Source: an optimization exercise on an open RTL-to-GDS flow (aim: small area, a short achievable clock period and few clock cycles per item). Production flows keep margins and buffers that such runs may drop. Only simulation tests tie the RTL to the original design; equivalence was not proved. Power is estimated from default activity; no workload was simulated.

// ipv4_route_table
module ipv4_route_table (
  input  wire logic        clk,
  input  wire logic        rst_n,
  input  wire logic        start,
  input  wire logic        in_action,
  input  wire logic [31:0] in_address,
  input  wire logic [31:0] in_mask,
  input  wire logic [31:0] in_next_hop,
  output logic             busy,
  output logic             out_valid,
  output logic [2:0]       out_status,
  output logic [31:0]      out_gateway,
  output logic [3:0]       out_slot
);
  ipv4_route_table_match_core u_core (
    .clk         (clk),
    .rst_n       (rst_n),
    .start       (start),
    .in_action   (in_action),
    .in_address  (in_address),
    .in_mask     (in_mask),
    .in_next_hop (in_next_hop),
    .busy        (busy),
    .out_valid   (out_valid),
    .out_status  (out_status),
    .out_gateway (out_gateway),
    .out_slot    (out_slot)
  );
endmodule
For scale: ~3900 cells after synthesis.
==> module rtm_route_mem, before the edit <==
module rtm_route_mem
(
  input  wire logic        clk,
  input  wire logic        we,
  input  wire logic [31:0] wr_ndest,    
  input  wire logic [31:0] wr_mask,
  input  wire logic [31:0] wr_gw,
  input  wire logic [31:0] bad_x,
  input  wire logic [31:0] bad_z,
  input  wire logic [31:0] bad_o,
  output logic [1:0]       hit,
  output logic [31:0]      gw
);
  logic [31:0] ndest_r;
  logic [31:0] mask_r;
  logic [31:0] gw_r;
  logic [31:0] bad;
  always_ff @(posedge clk) begin
    if (we) begin
      ndest_r <= wr_ndest;
      mask_r  <= wr_mask;
      gw_r    <= wr_gw;
    end
  end
  always_comb begin
    for (int b = 0; b < 32; b++) begin
      bad[b] = mask_r[b] ? (ndest_r[b] ? bad_z[b] : bad_o[b]) : bad_x[b];
    end
  end
  assign hit = {bad[31:16] == 16'd0, bad[15:0] == 16'd0};
  assign gw  = gw_r;
endmodule
==> module ipv4_route_table_match_core, before the edit <==
module ipv4_route_table_match_core
(
  input  wire logic        clk,
  input  wire logic        rst_n,
  input  wire logic        start,
  input  wire logic        in_action,
  input  wire logic [31:0] in_address,
  input  wire logic [31:0] in_mask,
  input  wire logic [31:0] in_next_hop,
  output logic             busy,
  output logic             out_valid,
  output logic [2:0]       out_status,
  output logic [31:0]      out_gateway,
  output logic [3:0]       out_slot
);
  localparam int N = rtm_pkg::ENTRIES;
  logic        add_mode;
  logic        v0_r;
  logic        act0_r;
  logic [31:0] bad_x_r;
  logic [31:0] bad_z_r;
  logic [31:0] bad_o_r;
  logic [31:0] gw0_r;
  assign add_mode = !in_action;
  always_ff @(posedge clk) begin
    v0_r    <= start && rst_n;
    act0_r  <= in_action;
    bad_x_r <= {32{add_mode}} & in_mask;
    bad_z_r <= in_address  | ({32{add_mode}} & ~in_mask);
    bad_o_r <= ~in_address | ({32{add_mode}} & ~in_mask);
    gw0_r   <= in_next_hop;
  end
  logic [N-1:0]  valid_r;      
  logic [N-1:0]  free_oh_r;    
  logic [N-1:0]  wr_en;
  logic [3:0]    count_r;      
  logic [N-1:0]  hit_lo;       
  logic [N-1:0]  hit_hi;       
  logic [31:0]   slot_gw [0:N-1];
  genvar gi;
  generate
    for (gi = 0; gi < N; gi++) begin : g_slot
      rtm_route_mem u_slot (
        .clk     (clk),
        .we      (wr_en[gi]),
        .wr_ndest(bad_o_r),        
        .wr_mask (bad_x_r),        
        .wr_gw   (gw0_r),
        .bad_x   (bad_x_r),
        .bad_z   (bad_z_r),
        .bad_o   (bad_o_r),
        .hit     ({hit_hi[gi], hit_lo[gi]}),
        .gw      (slot_gw[gi])
      );
    end
  endgenerate
  logic          v1_r;
  logic          act1_r;
  logic [N-1:0]  hit1_lo_r;
  logic [N-1:0]  hit1_hi_r;
  always_ff @(posedge clk) begin
    v1_r   <= v0_r && rst_n;
    act1_r <= act0_r;
    hit1_lo_r <= hit_lo;
    hit1_hi_r <= hit_hi;
  end
  logic [N-1:0]  vhit;
  logic          dup;
  logic          full;
  logic          added;
  assign vhit  = hit1_lo_r & hit1_hi_r & valid_r;
  assign dup   = |vhit;
  assign full  = valid_r[N-1];
  assign added = v1_r && !act1_r && !dup && !full;
  assign wr_en = {free_oh_r[N-2:0], 1'b0} | (free_oh_r & {N{!added}});
  always_ff @(posedge clk) begin
    if (!rst_n) begin
      valid_r   <= '0;
      free_oh_r <= {{(N-1){1'b0}}, 1'b1};
      count_r   <= '0;
    end else if (added) begin
      valid_r   <= {valid_r[N-2:0], 1'b1};
      free_oh_r <= {free_oh_r[N-2:0], 1'b0};
      count_r   <= count_r + 4'd1;
    end
  end
  logic [N-1:0]  sel;
  logic [31:0]   gw_m;
  logic [3:0]    idx_m;
  always_comb begin
    for (int i = 0; i < N; i++) begin
      sel[i] = vhit[i];
      for (int j = i + 1; j < N; j++) begin
        sel[i] = sel[i] & !vhit[j];
      end
    end
    gw_m  = '0;
    idx_m = '0;
    for (int i = 0; i < N; i++) begin
      gw_m  = gw_m  | ({32{sel[i]}} & slot_gw[i]);
      idx_m = idx_m | ({4{sel[i]}} & 4'(i));
    end
  end
  logic          out_valid_r;
  logic [2:0]    out_status_r;
  logic [31:0]   out_gw_r;
  logic [3:0]    out_slot_r;
  always_ff @(posedge clk) begin
    out_valid_r <= v1_r && rst_n;
    if (act1_r) begin
      out_status_r <= dup ? rtm_pkg::ST_MATCHED : rtm_pkg::ST_NO_ROUTE;
      out_gw_r     <= gw_m;
      out_slot_r   <= idx_m;
    end else begin
      out_status_r <= dup  ? rtm_pkg::ST_DUPLICATE :
                      full ? rtm_pkg::ST_FULL : rtm_pkg::ST_ADDED;
      out_gw_r     <= 32'd0;
      out_slot_r   <= added ? count_r : 4'd0;
    end
  end
  assign busy        = 1'b0;
  assign out_valid   = out_valid_r;
  assign out_status  = out_status_r;
  assign out_gateway = out_gw_r;
  assign out_slot    = out_slot_r;
endmodule
clock: 5.0 ns
lec_check: 0
cap_margin: 35
core_margin: 2
core_utilization: 55
cts_cluster_diameter: 60
cts_cluster_size: 30
setup_slack_margin: 2.5
slew_margin: 35
run.sh (not shown) runs the stock make flow with config.mk's settings and CLKGATE_MAP_FILE= SYNTH_SCRIPT=/design/flow/synth_recipe.tcl, a recipe that flattens the netlist after the stock synthesis.
The baseline passed the timing, design-rule and antenna checks.
Testbench counts at the start, summed over its fixed seeds: cycles 19,488, items 19,200.
==> next run, changes <==
--- a/flow/design.v
+++ b/flow/design.v
@@ -20,5 +20,5 @@
   input  wire logic [31:0] bad_z,
   input  wire logic [31:0] bad_o,
-  output logic [1:0]       hit,
+  output logic             hit,
   output logic [31:0]      gw
 );
@@ -39,5 +39,5 @@
     end
   end
-  assign hit = {bad[31:16] == 16'd0, bad[15:0] == 16'd0};
+  assign hit = (bad == 32'd0);
   assign gw  = gw_r;
 endmodule
@@ -80,6 +80,5 @@
   logic [N-1:0]  wr_en;
   logic [3:0]    count_r;      
-  logic [N-1:0]  hit_lo;       
-  logic [N-1:0]  hit_hi;       
+  logic [N-1:0]  hit;
   logic [31:0]   slot_gw [0:N-1];
   genvar gi;
@@ -95,5 +94,5 @@
         .bad_z   (bad_z_r),
         .bad_o   (bad_o_r),
-        .hit     ({hit_hi[gi], hit_lo[gi]}),
+        .hit     (hit[gi]),
         .gw      (slot_gw[gi])
       );
@@ -102,11 +101,9 @@
   logic          v1_r;
   logic          act1_r;
-  logic [N-1:0]  hit1_lo_r;
-  logic [N-1:0]  hit1_hi_r;
+  logic [N-1:0]  hit1_r;
   always_ff @(posedge clk) begin
     v1_r   <= v0_r && rst_n;
     act1_r <= act0_r;
-    hit1_lo_r <= hit_lo;
-    hit1_hi_r <= hit_hi;
+    hit1_r <= hit;
   end
   logic [N-1:0]  vhit;
@@ -114,5 +111,5 @@
   logic          full;
   logic          added;
-  assign vhit  = hit1_lo_r & hit1_hi_r & valid_r;
+  assign vhit  = hit1_r & valid_r;
   assign dup   = |vhit;
   assign full  = valid_r[N-1];
Effect: The new run ran to the end with no violations. Design area came out higher by a few percent. Clock skew barely changes. Power came out higher by a few percent. Fmax came out lower by a few percent. Die area came out higher slightly. Final cell count came out higher by a few percent. Worst setup slack got worse by 0.099 ns.
Testbench counts after the change, summed over its fixed seeds: cycles 19,488, items 19,200.

[static timing again, ports no longer ideal]
The flow's constraints put no driver on any port. The routed layouts listed below were extracted and timed again, unchanged, in two steps.
Step 1 sets driving cells, clkbuf_16 on the clock port and buf_2 on the other inputs (assumed; they add their load-dependent delay and slew).
Step 2 adds t to the input delays and takes it off the output delays; t is the mean of the earliest and latest rising clock arrival at the registers after step 1. Input paths then give back, and output paths get back, about the clock's delay inside the block.
a / b / c = ideal / step 1 / step 2; a / b = the first two.
run | t (ns) | setup WS [ns] | worst setup path at the end | cell pins on the clock port's net
the first run | 0.833 | 2.429 / 2.429 / 2.429 | register to register | 1
the second run | 0.870 | 2.330 / 2.330 / 2.330 | register to register | 1
After both steps setup and hold are still met in every run listed.
